This design comes from an exercise in tuning for small area on the open sky130 flow, not from production work. At most, simulation tests tie the RTL to the original design; equivalence was not proved. No activity file was given, so power comes from the tool's default toggle rates.

==> flow/design.v (excerpt) <==
module alu_datapath (
	input  wire        clock,
	input  wire        rst_n,
	input  wire [31:0] bus,
	input  wire        y_in,
	input  wire        start,
	input  wire [3:0]  op,
	output wire [31:0] z_hi,
	output wire [31:0] z_lo,
	output reg         done,
	output wire        busy
);
Size in the first run: roughly 780 cells after synthesis, about 210 flip-flops, roughly 110 I/O pins, about 9300 sq um of cells after synthesis.
==> module alu_datapath, before the edit <==
module alu_datapath (
	input  wire        clock,
	input  wire        rst_n,
	input  wire [31:0] bus,
	input  wire        y_in,
	input  wire        start,
	input  wire [3:0]  op,
	output wire [31:0] z_hi,
	output wire [31:0] z_lo,
	output reg         done,
	output wire        busy
);
	localparam [2:0] PH_IDLE = 3'd0;
	localparam [2:0] PH_PRE = 3'd4;
	localparam [2:0] PH_MAIN = 3'd1;
	localparam [2:0] PH_FIX1 = 3'd6;
	localparam [2:0] PH_FIX2 = 3'd7;
	localparam [2:0] PH_POST = 3'd3;
	localparam [2:0] PH_ZL = 3'd2;
	localparam [2:0] PH_SH = 3'd5;
	reg [31:0] y_q;
	reg [63:0] z_q;
	reg [2:0]  ph;
	reg [4:0]  cnt;
	reg [3:0]  op_q;
	reg [31:0] a;
	reg [31:0] q;
	reg [31:0] m;
	reg        c;
	reg        ys;
	assign z_hi = z_q[63:32];
	assign z_lo = z_q[31:0];
	assign busy = (ph != PH_IDLE);
	wire idle = (ph == PH_IDLE);
	wire p_pre  = (ph == PH_PRE);
	wire p_main = (ph == PH_MAIN);
	wire p_fix1 = (ph == PH_FIX1);
	wire p_fix2 = (ph == PH_FIX2);
	wire p_post = (ph == PH_POST);
	wire p_zl   = (ph == PH_ZL);
	wire p_sh   = (ph == PH_SH);
	wire cnt0  = (cnt == 5'd0);
	wire cnt31 = (cnt == 5'd31);
	wire o3 = op_q[3];
	wire o2 = op_q[2];
	wire o1 = op_q[1];
	wire o0 = op_q[0];
	wire o_mul  = ~o3 & o2 & o1 & ~o0;
	wire o_div  = ~o3 & o2 & o1 & o0;
	wire o_ldb  = ~o3 & ~o1;                        
	wire o_neg  = ~o3 & ~o2 & o1;                   
	wire o_sub  = ~o3 & o2 & ~o1 & o0;
	wire o_andc = (~o2 & ~o1 & ~o0) | (o3 & o2);    
	wire o_orc  = ~o2 & o0 & (o3 == o1);            
	wire o_sra  = o3 & ~o2 & ~o1 & o0;
	wire o_left = o2 | (o1 & ~o0);                  
	wire i_mul   = (op == 4'd6);
	wire i_div   = (op == 4'd7);
	wire i_shift = op[3] & (~op[2] | (~op[1] & ~op[0]));
	wire i_c0    = (op == 4'd5) | (op == 4'd2);     
	wire nz = |a[31:0];
	wire dinv = ~c ^ m[31];
	wire en = p_main ? (o0 | q[0]) :
	          p_fix1 ? c :
	          p_fix2 ? (ys & nz) :
	          (p_post & cnt31 & o_ldb);
	wire inv = p_main ? (o0 ? dinv : (cnt0 & q[0])) :
	           (p_fix1 | p_fix2) ? dinv :
	           (p_pre & q[31]);
	wire cin = inv & ~p_pre;
	localparam integer SPL = 24;
	wire [31:0] bop = (m & {32{en}}) ^ {32{inv}};
	wire [31:0] s;
	wire [31:0] u;
	wire [32:0] cy;
	wire [31:SPL] pp;
	assign cy[0] = cin;
	genvar gi;
	generate
		for (gi = 0; gi < 32; gi = gi + 1) begin : g_add
			wire ci = (gi == SPL) ? 1'b0 : cy[gi];
			assign u[gi] = a[gi] ^ bop[gi] ^ ci;
			assign cy[gi+1] = (a[gi] & bop[gi]) | (a[gi] & ci) | (bop[gi] & ci);
			if (gi < SPL) begin : g_lo
				assign s[gi] = u[gi];
			end else begin : g_hi
				if (gi == SPL) begin : g_p0
					assign pp[gi] = 1'b1;
				end else begin : g_pn
					assign pp[gi] = pp[gi-1] & u[gi-1];
				end
				assign s[gi] = u[gi] ^ (cy[SPL] & pp[gi]);
			end
		end
	endgenerate
	wire s32 = (a[31] & bop[31]) | (a[31] & s[31]) | (bop[31] & s[31]);
	wire s0g  = s[0] & ~o_div;
	wire sx   = q[0] ^ (o_neg | (o_div & ys));
	wire sy   = s0g ^ o_sub;
	wire ssum = sx ^ sy ^ c;
	wire scar = (sx & sy) | (sx & c) | (sy & c);
	wire f = p_main ? s[0] :
	         (p_sh & o_sra) ? q[31] :
	         o_andc ? (q[0] & s0g) :
	         (o_orc | p_fix2) ? (q[0] | s0g) : ssum;
	wire lfill = p_main ? ~s[31] : (q[31] & ~(p_sh & o1));
	wire q_sr = (p_main & ~o0) | p_post | p_fix2 | (p_sh & ~o_left);
	wire q_sl = (p_main & o0) | p_pre | p_fix1 | (p_sh & o_left);
	wire a_r  = (p_main & ~o0) | (p_post & ~o_div);
	wire a_l  = (p_main & o0 & ~cnt0) | p_pre;
	wire a_sr = a_r;
	wire a_sl = a_l;
	wire a_su = ~idle & ~a_r & ~a_l;
	wire q_ld = idle;
	wire q_rr = q_sr;
	wire q_ll = q_sl;
	wire [31:0] a_rsrc = {s32 & o_mul, s[31:1]};
	wire [31:0] a_lsrc = {s[30:0], q[31]};
	wire [31:0] a_nxt = ({32{a_sr}} & a_rsrc) | ({32{a_sl}} & a_lsrc) | ({32{a_su}} & s);
	wire [31:0] q_nxt = ({32{q_ld}} & y_q) | ({32{q_rr}} & {f, q[31:1]}) | ({32{q_ll}} & {q[30:0], lfill});
	always @(posedge clock) begin
		a <= a_nxt;
		q <= q_nxt;
		if (idle) begin
			m <= bus;
			op_q <= op;
		end
	end
	wire nq = m[31] | (ys & ~q[0]);
	always @(posedge clock) begin
		if (idle)
			c <= i_c0;
		else if (p_fix2)
			c <= nq ^ (ys & nz);
		else if (p_pre | p_main | p_fix1)
			c <= s[31];
		else
			c <= scar;
		if (p_pre)
			ys <= q[31];
		else if (p_fix2)
			ys <= nq;
	end
	always @(posedge clock or negedge rst_n) begin
		if (!rst_n) begin
			ph <= PH_IDLE;
		end else begin
			case (ph)
				PH_IDLE: if (start) ph <= i_shift ? PH_SH : (i_mul ? PH_MAIN : (i_div ? PH_PRE : PH_POST));
				PH_PRE:  ph <= PH_MAIN;
				PH_MAIN: if (cnt0) ph <= o0 ? PH_FIX1 : PH_ZL;
				PH_FIX1: ph <= PH_FIX2;
				PH_FIX2: ph <= PH_POST;
				PH_POST: if (cnt0) ph <= PH_ZL;
				PH_ZL:   ph <= PH_IDLE;
				default: if (cnt0) ph <= PH_IDLE;
			endcase
		end
	end
	always @(posedge clock) begin
		if (idle)
			cnt <= i_shift ? bus[4:0] : {5{~i_div}};
		else if (~(p_fix1 | p_fix2))
			cnt <= cnt - 5'd1;
	end
	wire zl_next = (p_main & cnt0 & ~o0) | (p_post & cnt0) |
	               (idle & start & i_shift & (bus[4:0] == 5'd0)) |
	               (p_sh & (cnt == 5'd1));
	reg zl;
	reg zln;
	always @(posedge clock or negedge rst_n) begin
		if (!rst_n)
			zl <= 1'b0;
		else
			zl <= zl_next;
	end
	always @(posedge clock)
		zln <= ~zl_next;
	always @(posedge clock or negedge rst_n) begin
		if (!rst_n)
			y_q <= 32'd0;
		else if (y_in)
			y_q <= bus;
	end
	always @(posedge clock or negedge rst_n) begin
		if (!rst_n) begin
			z_q <= 64'd0;
			done <= 1'b0;
		end else begin
			done <= zl;
			z_q <= ({64{zl}} & {a[31:0], q}) | ({64{zln}} & z_q);
		end
	end
endmodule
Settings: LEC_CHECK=0, CAP_MARGIN=0, CORE_MARGIN=2, CORE_UTILIZATION=40, GPL_TIMING_DRIVEN=0, SLEW_MARGIN=0; clock period 13.0 ns.
standard.sh (not shown) runs the stock make flow with config.mk's settings and CLKGATE_MAP_FILE= SYNTH_SCRIPT=/design/flow/synth_recipe.tcl, a recipe that flattens the netlist after the stock synthesis.
==> flow/flow/run.sh <==
#!/bin/bash
# Standard layout (the standard.sh), with these changes:
#  - every I/O port is buffered by the smallest buffer (buf_1);
#  - CTS inserts no dummy loads;
#  - the buffers Yosys/ABC put in are removed at floorplan; repair_design
#    then buffers what still needs it.
set -o pipefail
export BUFFER_PORTS_ARGS="-buffer_cell sky130_fd_sc_hd__buf_1"
export CTS_ARGS="-sink_clustering_enable -repair_clock_nets -buf_list sky130_fd_sc_hd__clkbuf_8 -sink_clustering_size 16 -sink_clustering_max_diameter 60 -dont_use_dummy_load"
export REMOVE_ABC_BUFFERS=1
bash standard.sh > standard.log 2>&1
Edit:
--- a/flow/design.v
+++ b/flow/design.v
@@ -175,5 +175,5 @@
 		else if (p_fix2)
 			c <= nq ^ (ys & nz);
-		else if (p_pre | p_main | p_fix1)
+		else if (p_pre | (p_main & o0) | p_fix1)
 			c <= s[31];
 		else
The new run finished with timing, DRC and antenna clean.
Setup slack improved by 0.067 ns.
Design area came out lower by 0.74%.
Fmax came out higher by 0.54%.
Final cell count came out higher by 0.68%.
Synthesized area came out higher by 0.79%.
Via count came out lower by 0.90%.
Total power came out lower by 2.5%.
Die area came out higher by 0.77%.
Combinational power came out lower by about 6%.
Sequential cell count does not change.
Core utilization came out lower by 1.3 points.
Clock skew is about the same.
Routed wire length came out lower by 2.2%.
Sequential share of layout area came out higher by 0.39 points.
No functional check of the RTL was part of the first run of this note.

## port drivers added, routing unchanged
The flow's constraints put no driver on any port. The routed layouts listed below were extracted and timed again, unchanged, in two steps. Step 1: set_driving_cell puts a clkbuf_16 on clock and a buf_2 on each other input, an assumption about the parent block. Step 2 moves the port delays by t, midway between the first and last clock arrival at a register: inputs arrive t later, outputs are due t later. That takes back most of the time a late clock gives input paths. a / b / c = ideal ports / drivers / drivers and shift; a / b = the first two.
run | shift t [ns] | slack for setup (ns) | hold slack, ns | worst setup path at the end
the first run | 0.544 | 0.483 / 0.483 / 0.483 | 0.481 / 0.481 / 0.481 | register to register
the second run | 0.544 | 0.550 / 0.550 / 0.550 | 0.478 / 0.478 / 0.478 | register to register
After both steps every run listed still meets setup and hold.
